Context: an optimization exercise on an open-source flow, tuned for small area, a short achievable clock period and few clock cycles per item. The choices shown serve that exercise and are no tape-out recipe.
At most, simulation tests tie the RTL to the original design; equivalence was not proved.
Function not checked in runs 2 and 3: the RTL went through the layout flow alone.
Power figures rest on the tool's default switching activity, not on a simulated workload.

`flow/run.sh`:
```
#!/bin/bash
# synth_recipe.tcl (not shown) runs the flow's synth.tcl, then flattens the netlist and writes it again
# the make line also repeats each setting of config.mk as NAME=value (left out here)
make -C /OpenROAD-flow-scripts/flow DESIGN_CONFIG=/design/flow/config.mk WORK_HOME=/design/flow/orfs CLKGATE_MAP_FILE= SYNTH_SCRIPT=/design/flow/synth_recipe.tcl finish
```
`flow/config.mk`:
```
export PLATFORM = sky130hd
export DESIGN_NAME = smq_top
export DESIGN_NICKNAME = smq_top
export VERILOG_FILES = /design/flow/design.v
export SDC_FILE = /design/flow/constraint.sdc
export NUM_CORES = 4
export LEC_CHECK = 0
export CAP_MARGIN = 20
export CORE_MARGIN = 2
export CORE_UTILIZATION = 40
export SLEW_MARGIN = 20
```
`flow/constraint.sdc`:
```
create_clock -name core_clock -period 5.5 [get_ports {clk}]
set_input_delay 1.1000 -clock core_clock [delete_from_list [all_inputs] [get_ports {clk}]]
set_output_delay 1.1000 -clock core_clock [all_outputs]
set_load 0.01 [all_outputs]
```
`flow/design.v`:
```
`default_nettype none
package smq_pkg;
   localparam int ADDR_W = 16;
   localparam int DATA_W = 16;
   localparam int TAG_W  = 4;
   typedef logic [ADDR_W-1:0] addr_t;
   typedef logic [DATA_W-1:0] data_t;
   typedef logic [TAG_W-1:0]  tag_t;
   typedef enum logic [1:0] {
      st_req,
      st_wait,
      st_resp,
      st_done
   } entry_state_e;
endpackage
`default_nettype wire
`timescale 1ns/100ps
`default_nettype none
module smq_entry_table #(
   parameter int num_entries = 16
) (
   input  logic                   clk,
   input  logic                   reset,
   input  logic                   src_cmd_val,
   input  logic                   src_is_read,
   input  smq_pkg::tag_t                   src_tag,
   input  smq_pkg::addr_t                  src_addr,
   input  smq_pkg::data_t                  src_data,
   input  logic                   dest_resp_val,
   input  smq_pkg::tag_t                   dest_resp_tag,
   input  smq_pkg::data_t                  dest_resp_data,
   input  logic [num_entries-1:0] grant_req,
   input  logic [num_entries-1:0] grant_resp,
   output logic [num_entries-1:0] entry_is_read,
   output smq_pkg::addr_t [num_entries-1:0]                  entry_addr,
   output smq_pkg::tag_t [num_entries-1:0]                   entry_tag,
   output smq_pkg::data_t [num_entries-1:0]                  entry_data,
   output logic [num_entries-1:0] req_pending,
   output logic [num_entries-1:0] resp_pending,
   output logic [num_entries-1:0] older_pending,
   output logic [num_entries-1:0] match_older_pending
);
   logic [num_entries-1:0] entry_val;
   smq_pkg::entry_state_e           entry_state [num_entries];
   logic [num_entries-1:0] older_row   [num_entries];
   logic [num_entries-1:0] match_row   [num_entries];
   logic [num_entries-1:0] live_vec;
   logic [num_entries-1:0] free_vec;
   logic [num_entries-1:0] new_slot;
   logic [num_entries-1:0] alloc;
   logic [num_entries-1:0] addr_match;
   logic [num_entries-1:0] resp_hit;
   always_comb begin
      for (int i = 0; i < num_entries; i++) begin
         live_vec[i]            = entry_val[i] & (entry_state[i] != smq_pkg::st_done);
         req_pending[i]         = entry_val[i] & (entry_state[i] == smq_pkg::st_req);
         resp_pending[i]        = entry_val[i] & (entry_state[i] == smq_pkg::st_resp);
         older_pending[i]       = entry_val[i] & (|older_row[i]);
         match_older_pending[i] = entry_val[i] & (|match_row[i]);
         addr_match[i]          = (entry_addr[i] == src_addr);
         resp_hit[i]            = dest_resp_val & entry_val[i] &
                                  (entry_state[i] == smq_pkg::st_wait) &
                                  (entry_tag[i] == dest_resp_tag);
      end
   end
   assign free_vec = ~live_vec;
   assign new_slot = free_vec & (~free_vec + 1'b1);
   assign alloc    = new_slot & {num_entries{src_cmd_val}};
   always_ff @(posedge clk) begin
      if (reset) begin
         entry_val <= '0;
      end else begin
         entry_val <= live_vec | alloc;
      end
   end
   always_ff @(posedge clk) begin
      for (int i = 0; i < num_entries; i++) begin
         if (alloc[i]) begin
            entry_is_read[i] <= src_is_read;
            entry_addr[i]    <= src_addr;
            entry_tag[i]     <= src_tag;
            entry_data[i]    <= src_data;
            entry_state[i]   <= smq_pkg::st_req;
            older_row[i]     <= live_vec;
            match_row[i]     <= live_vec & addr_match;
         end else if (entry_val[i]) begin
            older_row[i] <= older_row[i] & live_vec;
            match_row[i] <= match_row[i] & live_vec;
            case (entry_state[i])
               smq_pkg::st_req: begin
                  if (grant_req[i]) begin
                     entry_state[i] <= smq_pkg::st_wait;
                  end
               end
               smq_pkg::st_wait: begin
                  if (resp_hit[i]) begin
                     entry_state[i] <= smq_pkg::st_resp;
                     entry_data[i]  <= dest_resp_data;
                  end
               end
               smq_pkg::st_resp: begin
                  if (grant_resp[i]) begin
                     entry_state[i] <= smq_pkg::st_done;
                  end
               end
               default: begin
                  entry_state[i] <= smq_pkg::st_done;
               end
            endcase
         end
      end
   end
endmodule
`default_nettype wire
`timescale 1ns/100ps
`default_nettype none
module smq_issue_sched #(
   parameter int num_entries = 16
) (
   input  logic                   clk,
   input  logic                   reset,
   input  logic [num_entries-1:0] req_pending,
   input  logic [num_entries-1:0] entry_is_read,
   input  logic [num_entries-1:0] match_older_pending,
   input  smq_pkg::addr_t [num_entries-1:0]                  entry_addr,
   input  smq_pkg::tag_t [num_entries-1:0]                   entry_tag,
   input  smq_pkg::data_t [num_entries-1:0]                  entry_data,
   output logic [num_entries-1:0] grant_req,
   output logic                   dest_cmd_val,
   output logic                   dest_is_read,
   output smq_pkg::addr_t                  dest_addr,
   output smq_pkg::data_t                  dest_data,
   output smq_pkg::tag_t                   dest_tag
);
   logic [num_entries-1:0] entry_rdy;
   logic [num_entries-1:0] read_rdy;
   logic [num_entries-1:0] write_blk;
   logic [num_entries-1:0] issue_ok;
   assign entry_rdy = req_pending & ~match_older_pending;
   assign read_rdy  = entry_rdy & entry_is_read;
   assign write_blk = ~entry_is_read & {num_entries{|read_rdy}};
   assign issue_ok  = entry_rdy & ~write_blk;
   assign grant_req = issue_ok & (~issue_ok + 1'b1);
   always_ff @(posedge clk) begin
      if (reset) begin
         dest_cmd_val <= 1'b0;
      end else begin
         dest_cmd_val <= |grant_req;
      end
   end
   always_ff @(posedge clk) begin
      for (int i = 0; i < num_entries; i++) begin
         if (grant_req[i]) begin
            dest_is_read <= entry_is_read[i];
            dest_addr    <= entry_addr[i];
            dest_data    <= entry_data[i];
            dest_tag     <= entry_tag[i];
         end
      end
   end
endmodule
`default_nettype wire
`timescale 1ns/100ps
`default_nettype none
module smq_resp_return #(
   parameter int num_entries = 16
) (
   input  logic                   clk,
   input  logic                   reset,
   input  logic [num_entries-1:0] resp_pending,
   input  logic [num_entries-1:0] older_pending,
   input  smq_pkg::tag_t [num_entries-1:0]                   entry_tag,
   input  smq_pkg::data_t [num_entries-1:0]                  entry_data,
   output logic [num_entries-1:0] grant_resp,
   output logic                   src_resp_val,
   output smq_pkg::tag_t                   src_resp_tag,
   output smq_pkg::data_t                  src_resp_data
);
   logic [num_entries-1:0] ret_rdy;
   assign ret_rdy    = resp_pending & ~older_pending;
   assign grant_resp = ret_rdy & (~ret_rdy + 1'b1);
   always_ff @(posedge clk) begin
      if (reset) begin
         src_resp_val <= 1'b0;
      end else begin
         src_resp_val <= |grant_resp;
      end
   end
   always_ff @(posedge clk) begin
      for (int i = 0; i < num_entries; i++) begin
         if (grant_resp[i]) begin
            src_resp_tag  <= entry_tag[i];
            src_resp_data <= entry_data[i];
         end
      end
   end
endmodule
`default_nettype wire
`timescale 1ns/100ps
`default_nettype none
module smq_top #(
   parameter int num_entries = 16
) (
   input  logic  clk,
   input  logic  reset,
   input  logic  src_cmd_val,
   input  logic  src_is_read,
   input  smq_pkg::tag_t  src_tag,
   input  smq_pkg::addr_t src_addr,
   input  smq_pkg::data_t src_data,
   output logic  src_resp_val,
   output smq_pkg::tag_t  src_resp_tag,
   output smq_pkg::data_t src_resp_data,
   output logic  dest_cmd_val,
   output logic  dest_is_read,
   output smq_pkg::addr_t dest_addr,
   output smq_pkg::data_t dest_data,
   output smq_pkg::tag_t  dest_tag,
   input  logic  dest_resp_val,
   input  smq_pkg::tag_t  dest_resp_tag,
   input  smq_pkg::data_t dest_resp_data
);
   logic [num_entries-1:0] entry_is_read;
   smq_pkg::addr_t [num_entries-1:0]                  entry_addr;
   smq_pkg::tag_t [num_entries-1:0]                   entry_tag;
   smq_pkg::data_t [num_entries-1:0]                  entry_data;
   logic [num_entries-1:0] req_pending;
   logic [num_entries-1:0] resp_pending;
   logic [num_entries-1:0] older_pending;
   logic [num_entries-1:0] match_older_pending;
   logic [num_entries-1:0] grant_req;
   logic [num_entries-1:0] grant_resp;
   smq_entry_table #(.num_entries(num_entries)) u_entry_table (
      .clk                 (clk),
      .reset               (reset),
      .src_cmd_val         (src_cmd_val),
      .src_is_read         (src_is_read),
      .src_tag             (src_tag),
      .src_addr            (src_addr),
      .src_data            (src_data),
      .dest_resp_val       (dest_resp_val),
      .dest_resp_tag       (dest_resp_tag),
      .dest_resp_data      (dest_resp_data),
      .grant_req           (grant_req),
      .grant_resp          (grant_resp),
      .entry_is_read       (entry_is_read),
      .entry_addr          (entry_addr),
      .entry_tag           (entry_tag),
      .entry_data          (entry_data),
      .req_pending         (req_pending),
      .resp_pending        (resp_pending),
      .older_pending       (older_pending),
      .match_older_pending (match_older_pending)
   );
   smq_issue_sched #(.num_entries(num_entries)) u_issue_sched (
      .clk                 (clk),
      .reset               (reset),
      .req_pending         (req_pending),
      .entry_is_read       (entry_is_read),
      .match_older_pending (match_older_pending),
      .entry_addr          (entry_addr),
      .entry_tag           (entry_tag),
      .entry_data          (entry_data),
      .grant_req           (grant_req),
      .dest_cmd_val        (dest_cmd_val),
      .dest_is_read        (dest_is_read),
      .dest_addr           (dest_addr),
      .dest_data           (dest_data),
      .dest_tag            (dest_tag)
   );
   smq_resp_return #(.num_entries(num_entries)) u_resp_return (
      .clk           (clk),
      .reset         (reset),
      .resp_pending  (resp_pending),
      .older_pending (older_pending),
      .entry_tag     (entry_tag),
      .entry_data    (entry_data),
      .grant_resp    (grant_resp),
      .src_resp_val  (src_resp_val),
      .src_resp_tag  (src_resp_tag),
      .src_resp_data (src_resp_data)
   );
endmodule
`default_nettype wire
```
==> qor.yml, run 1 <==
synth_top_area_share_pct: 58.3
design.die.area_um2: 153000
cts_tree: "yes"
cts_buffers: 136
ioPinCount: 120
drive_gt1_share_pct: 11.1
critPathRequiredTime_ns: 6.14
hold_class: "reg -> reg"
rsz0062_at_grt: "false"
avgRoutedWirePerCell_um: 31.2
drt-initial-drc-count: 7744
max_freq_mhz: 187
synthArstFlopShare_pct: 0
grt_start_max_net_pins: 52
relSlewSlack_pct: 20.8
vias_per_cell: 6.36
power.density_nw_per_um2: 293
p_switching_uw: 4610
vias: 50139
place.detailed.hpwl_um: 173000
worst_pin_slew_ns: 1.18
maxCapViolCount: 0
antenna_found_initial: 17
worst_clock_skew_ns: 0.0409
grt-busiest-layer: "met2"
ys_ff_latch: 1211
clock_latency_ns: 0.80
yosysSeqAreaShare_pct: 59.9
synth_area_leaders: "edfxtp_1 58%, nand2_1 6.1%, xnor2_1 4.3%"
multi_input_area_um2: 22400
cp_max_fo: 12
die_height_um: 391
cts_buffer_depth: 3
cts-root-buf: "clkbuf_16"
crit_arrival_ns: 6.00
synth_edf_count: 1161
synth_nets: 5703
crit_type: "reg -> reg"
p_leak_uw: 0.0238
fin_nets: 5900
cts.clk_slew.worst_paths_ns: 0.06
synthCells: 5642
worstSetupStartpointType: "flop"
grtUsageMet3_pct: 6.75
post_cts_buffers: 0
dr.pass1.iters: 9
clkPwrFrac_pct: 45.1
yosys_warnings: 6
fin_util_pct: 46.5
grt-ovfl-total: 0
cts_htree_levels: 4
grt_usage_pct: 31.3
fin_crit_ns: 5.36
sw_frac_of_total_pct: 22.8
core_um2: 148000
syn-cell-area_um2: 59800
use_met1_pct: 41.8
port_buffers: 119
r2r_slack_ns: 0.14
cp-end-kind: "flop"
initial_core_util_pct: 40.4
synth_top_cells_by_count: "1161 x edfxtp_1, 968 x nand2_1, 590 x nor2_1"
hold_violations: 0
min_period_over_period_pct: 97.4
finalSetupViolCount: 0
synth_top_cell_by_area: "edfxtp_1"
yosysMostFrequentCell: "edfxtp_1"
syn_to_final_growth_pct: 15.1
avgSynthCellArea_um2: 10.6
power_frac_comb_pct: 4.4
intPower_uw: 15600
total_power_uw: 20200
gp_congestion: 1.00
num-fill-cells: 13731
seq_area_um2: 35900
drc: 0
grt_pass1_vias: 46628
grt_pass1_wl_um: 343000
ys.flop_type: "edfxtp_1"
die_x_um: 391
slew_viol_final: 0
p_seq_share_pct: 50.4
status: "timing/DRC/antenna clean"
rows: 141
wl_um: 246000
ant_nets: 0
met2_usage_pct: 48.3
fin_setup_tns_ns: 0
clock_sinks: 1211
ys_types: 94
vdd_drop_max_uv: 304
## layout make-up
cell class / count / share of cell area [%]
flip-flops and latches: 1211 / 52.1
clock inverters: 60 / 0.923
repair buffers: 446 / 5.26
clock buffers: 184 / 5.34
well taps: 1930 / 3.51
diodes: 8 / 0.0291
multi-input cells: 3989 / 32.6
inverters: 55 / 0.300
## critical path, stage by stage, from the launching register on
cell and delay (ns):
dfxtp_1 0.44, nor2b_1 0.36, nand3_1 0.23, o32a_1 0.56, and4_1 0.40, a31oi_1 0.63, nor2_2 0.21, or3_1 0.63
buf_4 0.28, nor2_4 0.46, a22o_1 0.28, a221oi_1 0.08, a31oi_1 0.36, o221a_1 0.26
## routing by layer
layer / vias up / part of all wire (%)
li1: 21309 / -
met1: 24843 / 39
met2: 3329 / 45
met3: 646 / 11
met4: 12 / 5.7
met5: - / 0.034
## placed cells by master, fill, tap and decap left out, types with 38 or more instances in the layout
cell type,count
nand2_1,966
a21oi_1,150
nand4_1,108
dfxtp_1,50
o21ai_0,375
xnor2_1,294
clkbuf_1,42
a221oi_1,43
buf_4,323
edfxtp_1,1161
clkbuf_16,139
nor2_1,582
and3_1,52
mux2_2,42
o22ai_1,81
inv_1,51
nor3_1,84
o211ai_1,41
nand3_1,355
clkdlybuf4s50_1,104
a22oi_1,38
nor4_1,134
## registers in the layout (all words and copies together), names as in the netlist, 32 cells and up
name	flops
u_entry_table.entry_addr	256
u_entry_table.entry_data	256
u_entry_table.match_row	256
u_entry_table.older_row	256
u_entry_table.entry_tag	64
u_entry_table.entry_state	32
## metrics by stage
| stage | area, um^2 | hold slack [ns] | std cells | worst slack (ns) |
|---|---|---|---|---|
| after floorplan | 59800 | 0.458 | 5642 | 0.891 |
| after global placement | 64500 | 0.484 | 7630 | -0.104 |
| after detailed placement | 64500 | 0.486 | 7630 | -0.138 |
| after CTS | 68800 | 0.500 | 7874 | 0.123 |
| after global routing | 68900 | 0.532 | 7875 | 0.0868 |
| final | 68900 | 0.505 | 7883 | 0.142 |
## kinds of logic after synthesis
| group | count (synthesis) | share of synthesized area (%) |
|---|---|---|
| AND/OR/NAND/NOR | 2530 | 19.5 |
| flip-flops | 1211 | 59.9 |
| AO/OA/AOI/OAI | 1072 | 11.8 |
| buffers and inverters | 442 | 2.89 |
| XOR/XNOR | 320 | 4.68 |
| multiplexers | 67 | 1.21 |
## power groups by stage
stage | registers, uW | clock network, uW | logic (uW)
4_1_cts | 10200 | 9140 | 879
2_1_floorplan | 10400 | 0 | 458
5_1_grt | 10200 | 9460 | 934
3_5_place_dp | 10400 | 0 | 875
6_report | 10200 | 9100 | 896
3_3_place_gp | 10400 | 0 | 867
## worst paths after layout
path	start	end	cells after the start
max	u_entry_table.entry_val[11]	u_issue_sched.dest_addr[2]	13
min	u_entry_table.entry_state[11][0]	u_entry_table.entry_state[11][0]	2
max reg2reg	u_entry_table.entry_val[11]	u_issue_sched.dest_addr[2]	13
min reg2reg	u_entry_table.entry_state[11][0]	u_entry_table.entry_state[11][0]	2
## repair_timing
action                     4_1_cts  5_1_grt
resized for setup                2        2
pin swaps                        0        0
setup endpoints to repair        2        2
hold buffers                     0        0
Testbench counts, summed over its fixed seeds: cycles 22,389, items 8,000.
==> run 2: changes to the inputs <==
==> flow/design.v (replaced) <==
`default_nettype none
package smq_pkg;
   localparam int ADDR_W = 16;
   localparam int DATA_W = 16;
   localparam int TAG_W  = 4;
   typedef logic [ADDR_W-1:0] addr_t;
   typedef logic [DATA_W-1:0] data_t;
   typedef logic [TAG_W-1:0]  tag_t;
   typedef enum logic [1:0] {
      st_req,
      st_wait,
      st_resp,
      st_done
   } entry_state_e;
endpackage
`default_nettype wire
`default_nettype none
module smq_top (
   input  logic        clk,
   input  logic        reset,
   input  logic        src_cmd_val,
   input  logic        src_is_read,
   input  logic [3:0]  src_tag,
   input  logic [15:0] src_addr,
   input  logic [15:0] src_data,
   output logic        src_resp_val,
   output logic [3:0]  src_resp_tag,
   output logic [15:0] src_resp_data,
   output logic        dest_cmd_val,
   output logic        dest_is_read,
   output logic [15:0] dest_addr,
   output logic [15:0] dest_data,
   output logic [3:0]  dest_tag,
   input  logic        dest_resp_val,
   input  logic [3:0]  dest_resp_tag,
   input  logic [15:0] dest_resp_data
);
   localparam int N = 16;
   logic [N-1:0]  v, s, a, rd;
   logic [15:0]   addr [N];
   logic [15:0]   data [N];
   logic [3:0]    tag  [N];
   logic [N-1:0]  dep  [N];
   logic [3:0]    head, tail;
   logic [N-1:0]  hit;       
   logic [N-1:0]  unans;     
   logic [N-1:0]  newdep;
   logic [N-1:0]  rdy, gnt;
   logic [N-1:0]  alloc;
   logic          byp;
   logic          ret;
   always_comb begin
      for (int i = 0; i < N; i++) begin
         hit[i]    = dest_resp_val & v[i] & s[i] & ~a[i] & (tag[i] == dest_resp_tag);
         unans[i]  = v[i] & ~a[i] & ~hit[i];
         newdep[i] = unans[i] & (addr[i] == src_addr) & ~(rd[i] & src_is_read);
         rdy[i]    = v[i] & ~s[i] & ((dep[i] & unans) == '0);
      end
   end
   logic [2*N-1:0] rr, rg;
   logic [N-1:0] rot;
   always_comb begin
      rr  = {rdy, rdy} >> head;
      rot = rr[N-1:0];
      rot = rot & (~rot + 1'b1);
      rg  = {rot, rot} << head;
      gnt = rg[2*N-1:N];
   end
   assign byp   = src_cmd_val & (gnt == '0) & (newdep == '0);
   assign alloc = src_cmd_val ? (N'(1) << tail) : '0;
   assign ret   = v[head] & (a[head]
                  | hit[head]
                  );
   always_ff @(posedge clk) begin
      if (reset) begin
         v <= '0;
         head <= '0;
         tail <= '0;
         dest_cmd_val <= 1'b0;
         src_resp_val <= 1'b0;
      end else begin
         dest_cmd_val <= (gnt != '0) | byp;
         src_resp_val <= ret;
         if (src_cmd_val) tail <= tail + 1'b1;
         if (ret) head <= head + 1'b1;
         for (int i = 0; i < N; i++) begin
            if (alloc[i]) v[i] <= 1'b1;
            else if (ret && head == i) v[i] <= 1'b0;
         end
      end
   end
   always_ff @(posedge clk) begin
      for (int i = 0; i < N; i++) begin
         if (alloc[i]) begin
            s[i]    <= byp;
            a[i]    <= 1'b0;
            rd[i]   <= src_is_read;
            addr[i] <= src_addr;
            data[i] <= src_data;
            tag[i]  <= src_tag;
            dep[i]  <= newdep;
         end else begin
            dep[i] <= dep[i] & unans;
            if (gnt[i]) s[i] <= 1'b1;
            if (hit[i]) begin
               a[i]    <= 1'b1;
               data[i] <= dest_resp_data;
            end
         end
      end
   end
   always_ff @(posedge clk) begin
      if (byp) begin
         dest_is_read <= src_is_read;
         dest_addr    <= src_addr;
         dest_data    <= src_data;
         dest_tag     <= src_tag;
      end
      for (int i = 0; i < N; i++) begin
         if (gnt[i]) begin
            dest_is_read <= rd[i];
            dest_addr    <= addr[i];
            dest_data    <= data[i];
            dest_tag     <= tag[i];
         end
      end
      if (ret) begin
         src_resp_tag  <= tag[head];
         src_resp_data <= a[head] ? data[head] : dest_resp_data;
      end
   end
endmodule
`default_nettype wire
==> qor.yml, run 2 <==
status: "complete, but fails checks"
failed_checks: "negative setup slack"
synth-adder-area-share_pct: 0.249  # +0.25 points
muxShareOfSynthArea_pct: 2.48  # +1.3 points
core_um2: 124000  # -16%
synthSimpleGateAreaFrac_pct: 14.2  # -5.3 points
place.detailed.hpwl_um: 156000  # -10%
grt_pass1_vias: 44796  # -3.9%
cp_max_fo: 5  # -7
grt-ovfl-total: 0  # unchanged
fin_nets: 5857  # -0.73%
gp_congestion: 0.999  # -0.28%
total_power_uw: 17000  # -16%
fin_ws_ns: -0.625  # -0.767 ns
grt_usage_pct: 35.5  # +4.1 points
rr_worst_depth: 22  # +9
ioPinCount: 120  # unchanged
intPower_uw: 12700  # -18%
synth_area_leaders: "edfxtp_1 40%, dfxtp_1 12%, o21ai_0 6.1%"
worst_pin_slew_ns: 1.33  # +0.141 ns
synth_top_cell_by_area: "edfxtp_1"
syn-cell-area_um2: 50200  # -16%
initial_core_util_pct: 40.4  # +0.051 points
p_switching_uw: 4250  # -7.7%
synth_top_area_share_pct: 39.8  # -18 points
route.met3.wl_um: 32200  # +19%
yosysMostFrequentCell: "nand2_1"
crit-reg2reg-launch: "tag[11][0]"
worstSetupStartpointType: "primary input"
synthArstFlopShare_pct: 0  # unchanged
synth-compound-area-share_pct: 21.1  # +9.3 points
hold_violations: 0  # unchanged
ys_ff_latch: 963  # -20%
relSlewSlack_pct: 11.6  # -9.2 points
fin_crit_ns: 6.12  # +0.767 ns
r2r_slack_ns: -0.49  # -0.63 ns
design.die.area_um2: 128000  # -16%
die_x_um: 358  # -8.3%
cts_tree: "yes"
vias: 48286  # -3.7%
sw_frac_of_total_pct: 25.0  # +2.2 points
critPathRequiredTime_ns: 5.98  # -0.16 ns
p_seq_share_pct: 47.2  # -3.2 points
cts-root-buf: "clkbuf_16"
clock_sinks: 963  # -20%
vdd_drop_max_uv: 258  # -15%
whs_path_depth: 2  # unchanged
syn_to_final_growth_pct: 33.7
hold_class: "reg -> reg"
maxCapViolCount: 0  # unchanged
ys_types: 111  # +18%
port_buffers: 119  # unchanged
synth_top_cells_by_count: "783 x nand2_1, 665 x edfxtp_1, 610 x o21ai_0"
placed_area_um2: 58700  # -9.1%
avgRoutedWirePerCell_um: 31.5  # +1.0%
p_leak_uw: 0.0236  # -0.46%
cts.clk_slew.worst_paths_ns: 0.06  # about the same
slew_viol_final: 0  # unchanged
dr.pass1.iters: 8  # -1
crit_arrival_ns: 6.60  # +0.60 ns
cts_buffers: 108  # -21%
drc: 0  # unchanged
hold_buffers: 0  # unchanged
synthCells: 5053  # -10%
clkPwrFrac_pct: 43.4  # -1.7 points
top_regs: "addr (256), data (256), dep (256)"
crit_path_end: "dest_data[2]"
max_freq_mhz: 163  # -13%
yosys_warnings: 5  # -1
rsz0062_at_grt: "true"
final_cell_mix: "768 x nand2_1, 732 x buf_4, 665 x edfxtp_1"
cts_htree_levels: 3  # -1
synth_edf_count: 665  # -43%
antenna_found_initial: 8  # -9
die_height_um: 358  # -8.3%
worst_clock_skew_ns: 0.0715  # +0.0305 ns
power_frac_comb_pct: 9.4  # +5.0 points
min_period_over_period_pct: 111  # +14 points
grt_pass1_wl_um: 327000  # -4.5%
ant_nets: 0  # unchanged
top_layer: "met5"
r2r_end: "dest_data[2]"
yosysSeqAreaShare_pct: 51.7  # -8.3 points
avgSynthCellArea_um2: 9.93  # -6.4%
synth-xor-area-share_pct: 5.70  # +1.0 points
finalSetupViolCount: 96  # +96
fin_area_um2: 67100  # -2.6%
crit_start: "dest_resp_tag[3]"
cp-end-kind: "flop"
wl_um: 237000  # -3.7%
met1_length_um: 91900  # -3.1%
synth_nets: 5124  # -10%
met2_length_um: 97500  # -11%
drt-initial-drc-count: 7875  # +1.7%
clock_latency_ns: 0.76  # -0.04 ns
grt_start_max_net_pins: 40  # -23%
cts_buffer_depth: 3  # unchanged
rows: 129  # -8.5%
ys.flop_type: "edfxtp_1"
power.density_nw_per_um2: 253  # -14%
synth_top_family_by_area: "compound AO/OA/AOI/OAI gates"
drive_gt1_share_pct: 27.8  # +17 points
layout_commonest_cell: "nand2_1"
vias_per_cell: 6.43  # +1.0%
crit_type: "in -> reg"
-- run 2: how the worst min path moves through the flow --
| stage | from | end | slack [ns] |
|---|---|---|---|
| after floorplan | dep[10][8] | dep[10][8] | 0.43 |
| after global placement | dep[15][8] | dep[15][8] | 0.44 |
| after detailed placement | dep[15][8] | dep[15][8] | 0.45 |
| after CTS | dep[15][8] | dep[15][8] | 0.46 |
| after global routing | dep[11][8] | dep[11][8] | 0.48 |
| final | dep[3][8] | dep[3][8] | 0.46 |
-- run 2: layout make-up --
| class | instances | area [um^2] |
|---|---|---|
| inverters | 76 | 285 |
| repair buffers | 1068 | 10500 |
| multi-input cells | 3569 | 24800 |
| clock inverters | 57 | 544 |
| flip-flops and latches | 963 | 25900 |
| diodes | 4 | 10.0 |
| clock buffers | 141 | 3020 |
| well taps | 1637 | 2050 |
| fillers | 10673 | 57000 |
-- run 2: what timing repair did --
item | 4_1_cts | 5_1_grt
resized for setup | 377 | 218
pin swaps | 93 | 75
endpoints found under the setup margin | 107 | 107
buffers inserted | 105 | 58
gates cloned | 16 | 6
-- run 2: through the flow --
| step | utilization [%] | TNS [ns] | setup WS, ns | hold slack [ns] | cells |
|---|---|---|---|---|---|
| 2_1_floorplan | - | -27.20 | -0.436 | 0.434 | 5053 |
| 3_3_place_gp | 47.3 | -258.17 | -2.70 | 0.442 | 7147 |
| 3_5_place_dp | 47.3 | -256.66 | -2.68 | 0.449 | 7148 |
| 4_1_cts | 52.8 | -40.85 | -0.527 | 0.457 | 7460 |
| 5_1_grt | 54.1 | -58.88 | -0.719 | 0.478 | 7511 |
| 6_report | 54.1 | -50.51 | -0.625 | 0.455 | 7515 |
-- run 2: power by group through the flow --
stage	clock (uW)	sequential (uW)	combinational [uW]
after floorplan	0	8120	648
after global placement	0	8160	1310
after detailed placement	0	8150	1320
after CTS	7380	8010	1490
after global routing	7670	8010	1650
final	7360	8010	1600
-- run 2: cells by family after synthesis --
logic type | after synthesis
simple gates | 1500
compound gates | 1631
buf+inv | 524
xor+xnor | 324
fa+ha+maj | 10
mux | 101
flops | 963
-- run 2: worst max-delay path, stage by stage --
cell	delay (ns)
buf_12	0.13
buf_12	0.14
buf_12	0.13
xor2_4	0.23
nor3_4	0.06
buf_12	0.15
buf_12	0.13
a21boi_4	0.24
buf_6	0.14
a2111oi_4	0.07
and4_4	0.23
and3_4	0.17
or4_4	0.60
a2111oi_4	0.34
a2bb2o_4	0.26
or4_4	0.57
or4_4	0.57
a2bb2oi_4	0.23
mux2i_4	0.11
nand2_4	0.13
and4b_2	0.28
nand4bb_4	0.12
buf_12	0.17
buf_12	0.12
buf_16	0.13
-- run 2: metal layers --
layer / track usage, % / vias up
met2: 50.6 / 3710
met3: 10.8 / 781
met5: 0 / -
li1: - / 20453
met4: 17.7 / 4
met1: 48.6 / 23338
==> run 3: changes to the inputs <==
==> flow/design.v (replaced) <==
`default_nettype none
package smq_pkg;
   localparam int ADDR_W = 16;
   localparam int DATA_W = 16;
   localparam int TAG_W  = 4;
   typedef logic [ADDR_W-1:0] addr_t;
   typedef logic [DATA_W-1:0] data_t;
   typedef logic [TAG_W-1:0]  tag_t;
   typedef enum logic [1:0] {
      st_req,
      st_wait,
      st_resp,
      st_done
   } entry_state_e;
endpackage
`default_nettype wire
`default_nettype none
module smq_top (
   input  logic        clk,
   input  logic        reset,
   input  logic        src_cmd_val,
   input  logic        src_is_read,
   input  logic [3:0]  src_tag,
   input  logic [15:0] src_addr,
   input  logic [15:0] src_data,
   output logic        src_resp_val,
   output logic [3:0]  src_resp_tag,
   output logic [15:0] src_resp_data,
   output logic        dest_cmd_val,
   output logic        dest_is_read,
   output logic [15:0] dest_addr,
   output logic [15:0] dest_data,
   output logic [3:0]  dest_tag,
   input  logic        dest_resp_val,
   input  logic [3:0]  dest_resp_tag,
   input  logic [15:0] dest_resp_data
);
   localparam int N = 16;
   logic [N-1:0]  v;      
   logic [N-1:0]  s;      
   logic [N-1:0]  a;      
   logic [N-1:0]  pv;     
   logic [N-1:0]  y;      
   logic [N-1:0]  rd;
   logic [15:0]   addr [N];
   logic [15:0]   data [N];    
   logic [3:0]    tag  [N];
   logic [3:0]    ptag [N];    
   logic [N-1:0]  hd;          
   logic [3:0]    tl;          
   logic [N-1:0]  hit, wake, match, sel, rdy, gnt, alloc;
   logic [3:0]    ptag_new;
   logic          pnew, byp, ret, ret_a;
   logic [3:0]    hd_tag;
   logic [15:0]   hd_data;
   always_comb begin
      for (int i = 0; i < N; i++) begin
         hit[i]   = dest_resp_val & (tag[i] == dest_resp_tag);
         wake[i]  = dest_resp_val & (ptag[i] == dest_resp_tag);
         match[i] = v[i] & (addr[i] == src_addr);
      end
      sel = match & y & ~a;
      pnew = |(sel & ~hit);
      ptag_new = '0;
      for (int i = 0; i < N; i++)
         if (sel[i]) ptag_new = ptag_new | tag[i];
      rdy = v & ~s & ~pv;
      gnt = rdy & (~rdy + 1'b1);
      byp = src_cmd_val & ~(|rdy) & ~pnew;
      alloc = src_cmd_val ? (N'(1) << tl) : '0;
      ret_a = |(hd & a);
      ret   = |(hd & v & (a | hit));
      hd_tag  = '0;
      hd_data = '0;
      for (int i = 0; i < N; i++) begin
         if (hd[i]) begin
            hd_tag  = hd_tag | tag[i];
            hd_data = hd_data | data[i];
         end
      end
   end
   always_ff @(posedge clk) begin
      if (reset) begin
         v  <= '0;
         hd <= N'(1);
         tl <= '0;
         dest_cmd_val <= 1'b0;
         src_resp_val <= 1'b0;
      end else begin
         dest_cmd_val <= (|rdy) | byp;
         src_resp_val <= ret;
         if (src_cmd_val) tl <= tl + 1'b1;
         if (ret) hd <= {hd[N-2:0], hd[N-1]};
         v <= (v & ~(hd & {N{ret}})) | alloc;
      end
   end
   always_ff @(posedge clk) begin
      for (int i = 0; i < N; i++) begin
         if (alloc[i]) begin
            s[i]    <= byp;
            a[i]    <= 1'b0;
            pv[i]   <= pnew;
            y[i]    <= 1'b1;
            rd[i]   <= src_is_read;
            addr[i] <= src_addr;
            data[i] <= src_data;
            tag[i]  <= src_tag;
            ptag[i] <= ptag_new;
         end else begin
            if (gnt[i]) s[i] <= 1'b1;
            if (wake[i]) pv[i] <= 1'b0;
            if (src_cmd_val & match[i]) y[i] <= 1'b0;
            if (hit[i]) begin
               a[i]    <= 1'b1;
               data[i] <= dest_resp_data;
            end
         end
      end
   end
   always_ff @(posedge clk) begin
      if (|rdy) begin
         for (int i = 0; i < N; i++) begin
            if (gnt[i]) begin
               dest_is_read <= rd[i];
               dest_addr    <= addr[i];
               dest_data    <= data[i];
               dest_tag     <= tag[i];
            end
         end
      end else if (byp) begin
         dest_is_read <= src_is_read;
         dest_addr    <= src_addr;
         dest_data    <= src_data;
         dest_tag     <= src_tag;
      end
      if (ret) begin
         src_resp_tag  <= hd_tag;
         src_resp_data <= ret_a ? hd_data : dest_resp_data;
      end
   end
endmodule
`default_nettype wire
==> qor.yml, run 3 <==
worstSetupStartpointType: "flop"
crit_type: "reg -> reg"
avgSynthCellArea_um2: 10.8  # +8.3%
cts-root-buf: "clkbuf_16"
synthCells: 3928  # -22%
crit_slowest_cell: "edfxtp_1"
maxCapViolCount: 0  # unchanged
status: "timing/DRC/antenna clean"
synth_top_family_by_area: "compound AO/OA/AOI/OAI gates"
fin_nets: 4132  # -29%
cpMostUsedCell: "buf_4"
min_from: "y[10]"
cp-end-kind: "flop"
synth_top_area_share_pct: 53.0  # +13 points
crit_start: "pv[1]"
initial_core_util_pct: 40.2  # -0.20 points
met2_length_um: 90300  # -7.4%
worst_path_largest_cell_delay_ns: 1.08  # +0.48 ns
crit_arrival_ns: 5.33  # -1.27 ns
avgRoutedWirePerCell_um: 40.6  # +29%
placed_area_um2: 45900  # -22%
critPathRequiredTime_ns: 5.83  # -0.15 ns
hold_buffers: 0  # unchanged
dr.pass1.iters: 7  # -1
synth-xor-area-share_pct: 8.01  # +2.3 points
yosysSeqAreaShare_pct: 56.3  # +4.6 points
route.met3.wl_um: 33700  # +4.6%
vias: 38123  # -21%
grt_usage_pct: 40.8  # +5.3 points
min_period_over_period_pct: 91.0  # -20 points
crit_chain: "nor3b_4 > nor4_2 > buf_4 > and4_1 > buf_4 > a221o_1 > o221ai_1 > a221oi_1"
drive_gt1_share_pct: 12.4  # -15 points
clock_latency_ns: 0.72  # -0.04 ns
fin_crit_ns: 5.00  # -1.12 ns
hold_class: "reg -> reg"
power.density_nw_per_um2: 308  # +22%
top_regs: "addr (256), data (256)"
worst_clock_skew_ns: 0.0410  # -0.0305 ns
worst_pin_slew_ns: 1.22  # -0.107 ns
synth-compound-area-share_pct: 16.4  # -4.8 points
grt-ovfl-total: 0  # unchanged
whs_ns: 0.455  # -0.000328 ns
rsz0062_at_grt: "false"
ys_ff_latch: 815  # -15%
antenna_found_initial: 15  # +7
cp_max_fo: 16  # +11
cts_buffers: 93  # -14%
top_layer: "met5"
synth_nets: 3995  # -22%
synth_top_cells_by_count: "745 x edfxtp_1, 696 x nand2_1, 290 x xor2_1"
cts.clk_slew.worst_paths_ns: 0.06  # about the same
num-fill-cells: 9678  # -9.3%
synth-adder-area-share_pct: 0.178  # -0.072 points
muxShareOfSynthArea_pct: 0.607  # -1.9 points
cts.repair.resized: 0  # -100%
port_buffers: 119  # unchanged
final_cell_mix: "745 x edfxtp_1, 694 x nand2_1, 290 x xor2_1"
ant_nets: 0  # unchanged
cts_buffer_depth: 3  # unchanged
slew_viol_final: 0  # unchanged
grt_start_max_net_pins: 56  # +40%
post_cts_buffers: 0  # -100%
max_freq_mhz: 200  # +22%
relSlewSlack_pct: 18.5  # +6.8 points
path_delay_family: "simple AND/OR/NAND/NOR gates"
die_height_um: 329  # -8.2%
syn_to_final_growth_pct: 16.1
layout_commonest_cell: "edfxtp_1"
syn-cell-area_um2: 42200  # -16%
dp_cells: 5360  # -25%
core_um2: 105000  # -15%
seq_area_um2: 23800  # -8.3%
die_x_um: 329  # -8.2%
rows: 119  # -7.8%
cp_num_buf_inv: 2  # -7
synth_top_cell_by_area: "edfxtp_1"
multi_input_area_um2: 17100  # -31%
hold_violations: 0  # unchanged
fin_setup_tns_ns: 0  # +50.51 ns
synth_area_leaders: "edfxtp_1 53%, nand2_1 6.2%, xor2_1 6.0%"
wl_um: 225000  # -5.0%
vias_per_cell: 6.89  # +7.2%
drc: 0  # unchanged
synth_edf_count: 745  # +12%
cts_tree: "yes"
ioPinCount: 120  # unchanged
layoutNonFillerInstCount: 5537  # -26%
finalSetupViolCount: 0  # -100%
drt-initial-drc-count: 7437  # -5.6%
yosys_warnings: 5  # unchanged
place.detailed.hpwl_um: 155000  # -0.60%
vdd_drop_max_uv: 261  # +1.4%
p_leak_uw: 0.0166  # -30%
fin_util_pct: 46.7  # -7.4 points
cts_htree_levels: 3  # unchanged
ys_types: 87  # -22%
grt_pass1_vias: 34932  # -22%
grt_pass1_wl_um: 301000  # -8.1%
synthSimpleGateAreaFrac_pct: 14.9  # +0.77 points
met1_length_um: 84400  # -8.1%
fin_area_um2: 49000  # -27%
design.die.area_um2: 108000  # -16%
ys.flop_type: "edfxtp_1"
yosysMostFrequentCell: "edfxtp_1"
crit-reg2reg-launch: "pv[1]"
synthArstFlopShare_pct: 0  # unchanged
gp_congestion: 1.03  # +3.4%
clock_sinks: 815  # -15%
==> run 3: cell types whose count changed after synthesis, moves of 87 or more <==
cell     previous run  this run
o21ai_0           610       264
nand3_1           179        67
dfxtp_1           298        70
xor2_1            137       290
xnor2_1           184        96
nand2_1           783       696
a21oi_1           281       106
==> run 3: where the power goes <==
part	internal (uW)	leakage (uW)	switching, uW	total (uW)
sequential	6950	0.00730	159	7110
combinational	473	0.00778	996	1470
clock	3750	0.00152	2750	6500
==> run 3: through the flow <==
stage / setup slack, ns / power [uW]
2_1_floorplan: 1.14 / 7910
3_3_place_gp: 0.335 / 8630
3_5_place_dp: 0.243 / 8630
4_1_cts: 0.949 / 15000
5_1_grt: 0.738 / 15400
6_report: 0.497 / 15100
==> run 3: path summary, 6_finish.rpt <==
kind                  endpoint  slack [ns]  depth (start not counted)
setup / recovery  dest_data[5]        0.50                          8
hold / removal           y[10]        0.45                          2
setup reg to reg  dest_data[5]        0.50                          8
hold reg to reg          y[10]        0.45                          2
==> run 3: worst register-to-register path: stages (launching register included) <==
cell and delay [ns]:
edfxtp_1 1.08, nor3b_4 0.29, nor4_2 0.24, buf_4 0.27, and4_1 0.98, buf_4 0.48, a221o_1 0.19, o221ai_1 0.12
a221oi_1 0.99
==> run 3: layout make-up <==
class | count | area share, %
Antenna cell | 6 | 0.0306
Inverter | 53 | 0.406
Multi-Input combinational cell | 2744 | 34.9
Tap cell | 1391 | 3.55
Sequential cell | 815 | 48.5
Clock buffer | 121 | 5.21
Timing Repair Buffer | 358 | 6.34
Clock inverter | 49 | 1.10
==> run 3: cells by family after synthesis <==
family / count (synthesis)
muxes: 25
and+or+nand+nor: 1330
adders and majority gates: 6
xor gates and xnor gates: 386
DFF: 815
buffers and inverters: 369
AOI/OAI and AO/OA: 997
==> run 3: layer usage <==
layer  vias up  global-route usage, %
li1      15082                      -
met2      3596                   56.6
met3       888                   15.4
met1     18541                   54.6
met4        16                   22.6
met5         -                      0
==> run 4: changes to the inputs <==
--- a/flow/design.v
+++ b/flow/design.v
@@ -65,5 +65,5 @@
       for (int i = 0; i < N; i++)
          if (sel[i]) ptag_new = ptag_new | tag[i];
-      rdy = v & ~s & ~pv;
+      rdy = v & ~s & (~pv | wake);
       gnt = rdy & (~rdy + 1'b1);
       byp = src_cmd_val & ~(|rdy) & ~pnew;
--- a/flow/config.mk
+++ b/flow/config.mk
@@ -9,3 +9,4 @@
 export CORE_MARGIN = 2
 export CORE_UTILIZATION = 40
+export SETUP_SLACK_MARGIN = 2.0
 export SLEW_MARGIN = 20
==> qor.yml, run 4 <==
status: "timing/DRC/antenna clean"
r2r_slack_ns: 1.92  # +1.42 ns
crit_type: "reg -> reg"
grt_start_max_net_pins: 59  # +5.4%
layout_commonest_cell: "edfxtp_1"
fin_crit_ns: 3.58  # -1.42 ns
core_um2: 103000  # -1.5%
yosysMostFrequentCell: "edfxtp_1"
maxCapViolCount: 0  # unchanged
fin_nets: 4061  # -1.7%
synth_top_cell_by_area: "edfxtp_1"
min_from: "y[6]"
place.detailed.hpwl_um: 130000  # -16%
hold_end: "y[6]"
hold_class: "reg -> reg"
design.die.area_um2: 107000  # -1.5%
yosysSeqAreaShare_pct: 57.2  # +0.88 points
rows: 118  # -0.84%
ant_nets: 0  # unchanged
layoutNonFillerInstCount: 5453  # -1.5%
synth_top_area_share_pct: 53.8  # +0.82 points
max_freq_mhz: 279  # +40%
ys_types: 87  # unchanged
crit-reg2reg-launch: "v[3]"
synthCells: 3774  # -3.9%
cp_num_buf_inv: 3  # +1
worst_path_largest_cell_delay_ns: 0.50  # -0.58 ns
synthArstFlopShare_pct: 0  # unchanged
die_height_um: 326  # -0.76%
num-fill-cells: 9305  # -3.9%
drc: 0  # unchanged
power.density_nw_per_um2: 302  # -1.8%
gp_congestion: 1.05  # +1.6%
cp_max_fo: 5  # -11
grt-ovfl-total: 0  # unchanged
slew_viol_final: 0  # unchanged
synth_area_leaders: "edfxtp_1 54%, xnor2_1 5.6%, nand2_1 4.8%"
top_regs: "addr (256), data (256)"
cts_htree_levels: 3  # unchanged
critPathRequiredTime_ns: 5.93  # +0.10 ns
fin_setup_tns_ns: 0  # unchanged
ys.flop_type: "edfxtp_1"
clock_sinks: 815  # unchanged
rr_worst_depth: 13  # +5
crit_slowest_cell: "dfxtp_1"
vdd_drop_max_uv: 218  # -17%
cp-end-kind: "flop"
synth_edf_count: 745  # unchanged
crit_arrival_ns: 4.00  # -1.33 ns
port_buffers: 119  # unchanged
syn_to_final_growth_pct: 21.9
worst_clock_skew_ns: 0.0270  # -0.0140 ns
rsz0062_at_grt: "true"
whs_path_depth: 2  # unchanged
grt_usage_pct: 36.6  # -4.2 points
dp_cells: 5198  # -3.0%
yosys_warnings: 5  # unchanged
synth_nets: 3841  # -3.9%
hold_violations: 0  # unchanged
min_period_over_period_pct: 65.1  # -26 points
cts.clk_slew.worst_paths_ns: 0.07  # about the same
synth_top_cells_by_count: "745 x edfxtp_1, 536 x nand2_1, 311 x o21ai_0"
vias_per_cell: 6.69  # -2.8%
drive_gt1_share_pct: 18.2  # +5.8 points
crit_start: "v[3]"
worst_pin_slew_ns: 1.23  # +0.0113 ns
antenna_found_initial: 8  # -7
initial_core_util_pct: 40.2  # about the same
p_leak_uw: 0.0171  # +3.1%
crit_chain: "nor2b_2 > nor2b_1 > a41oi_4 > buf_4 > nor2_4 > buf_12 > nand3_2 > buf_6 > o211ai_1 > a211oi_2 > o32a_1 > o21ai_1 > a21oi_1"
avgSynthCellArea_um2: 11.0  # +2.5%
cts_tree: "yes"
final_cell_mix: "745 x edfxtp_1, 528 x nand2_1, 304 x o21ai_0"
relSlewSlack_pct: 17.9  # -0.53 points
grt_pass1_wl_um: 274000  # -9.1%
syn-cell-area_um2: 41600  # -1.5%
wl_um: 201000  # -10%
hold_buffers: 0  # unchanged
ioPinCount: 120  # unchanged
cts_buffers: 92  # -1.1%
path_delay_family: "compound AO/OA/AOI/OAI gates"
whs_ns: 0.449  # -0.00625 ns
finalSetupViolCount: 0  # unchanged
drt-initial-drc-count: 6788  # -8.7%
die_x_um: 326  # -0.76%
grt_pass1_vias: 34145  # -2.3%
ys_ff_latch: 815  # unchanged
dr.pass1.iters: 7  # unchanged
cts_buffer_depth: 3  # unchanged
vias: 36496  # -4.3%
avgRoutedWirePerCell_um: 36.9  # -9.0%
worstSetupStartpointType: "flop"
clock_latency_ns: 0.69  # -0.03 ns
r2r_end: "dest_addr[5]"
cts-root-buf: "clkbuf_16"
==> run 4: changes by cell type after synthesis, moves of 27 or more <==
cell,previous run,this run
xnor2_1,96,268
nand2_1,696,536
nor2_1,163,198
nor4_1,110,31
mux2_2,5,40
a21oi_1,106,169
o21ai_0,264,311
clkbuf_1,213,181
xor2_1,290,118
nand4_1,61,88
==> run 4: cell families (layout without fill, tap and decap cells) <==
| kind of cell | after synthesis | after routing | synth area share [%] |
|---|---|---|---|
| other | 0 | 1 | 0 |
| adder cells (fa/ha/maj) | 6 | 6 | 0.181 |
| flip-flops | 815 | 815 | 57.2 |
| AND/OR/NAND/NOR | 1132 | 1134 | 12.7 |
| buffers and inverters | 349 | 645 | 3.72 |
| XOR/XNOR | 386 | 386 | 8.13 |
| multiplexers | 62 | 62 | 1.61 |
| AO/OA/AOI/OAI | 1024 | 1024 | 16.5 |
==> run 4: layout make-up <==
cell class	count	area, um^2	area share, %
Sequential cell	815	23800	46.9
Inverter	36	135	0.267
Timing Repair Buffer	437	4320	8.53
Antenna cell	1	2.50	0.00494
Clock inverter	70	793	1.56
Multi-Input combinational cell	2612	17500	34.6
Clock buffer	102	2420	4.78
Tap cell	1380	1730	3.41
==> run 4: worst min-delay path, delay by kind of cell (launching register included) <==
family           cells  cell delay [ns]
flip-flops           1             0.31
AND/OR/NAND/NOR      2             0.09
==> run 4: metrics by stage <==
step / setup slack (ns) / util [%] / instance area, um^2 / power, uW
3_3_place_gp: 0.429 / 43.9 / 45400 / 8600
2_1_floorplan: 1.87 / - / 41900 / 7950
4_1_cts: 1.95 / 48.2 / 49800 / 15200
5_1_grt: 1.86 / 49.0 / 50700 / 15600
6_report: 1.92 / 49.1 / 50700 / 15300
3_5_place_dp: 0.358 / 43.9 / 45400 / 8610
==> run 4: worst max path at each step <==
stage                    endpoint  slack (ns)  cells past startpoint
global placement    dest_addr[10]        0.43                     12
CTS                 dest_data[14]        1.95                     13
global route        dest_data[12]        1.86                     14
finish               dest_addr[5]        1.92                     13
floorplan            dest_addr[0]        1.87                     14
detailed placement  dest_addr[10]        0.36                     12
==> run 4: what timing repair did <==
action                     CTS  global route
pin swaps                   30            35
cloned                       7             3
buffers inserted            41            31
setup endpoints to repair  220           180
resized for setup          141           135
==> run 4: power breakdown <==
group | total [uW] | internal [uW] | switching, uW
Combinational | 1490 | 548 | 940
Clock | 6680 | 3940 | 2740
Sequential | 7150 | 6980 | 170
Total | 15300 | 11500 | 3850
==> run 4: layer usage <==
layer	wire [um]	global-route usage [%]	vias up
li1	-	-	14624
met1	71700	47.4	17576
met3	31300	13.0	826
met2	82100	51.7	3454
met5	109	0	-
met4	16100	23.7	16
Testbench counts of run 4, summed over its fixed seeds: cycles 10,498, items 8,000.

re-timing with driven ports:
Ports are ideal in the flow. The routed layouts listed here were re-timed in OpenROAD. Step 1, drivers: a clkbuf_16 drives clk and a buf_2 each remaining input, both assumed. Step 2 times the ports against the registers' clock, not the clock port: input delays grow and output delays shrink by t, the midpoint of the rising clock arrivals with the driver on. a / b / c = ideal / step 1 / step 2; a / b = the first two.
run	t (ns)	slack for setup (ns)	worst register clock-pin slew, ns	cell pins on the clock port's net
run 1	0.863	0.142 / 0.142 / 0.142	0.07 / 0.07	1
run 2	0.807	-0.625 / -0.591 / -1.398	0.07 / 0.07	1
run 3	0.774	0.497 / 0.497 / 0.023	0.07 / 0.07	1
run 4	0.758	1.921 / 1.921 / 1.224	0.07 / 0.07	1
For run 2, which loses most, drivers alone change the setup slack by +0.034 ns; drivers and shift together by -0.773 ns.
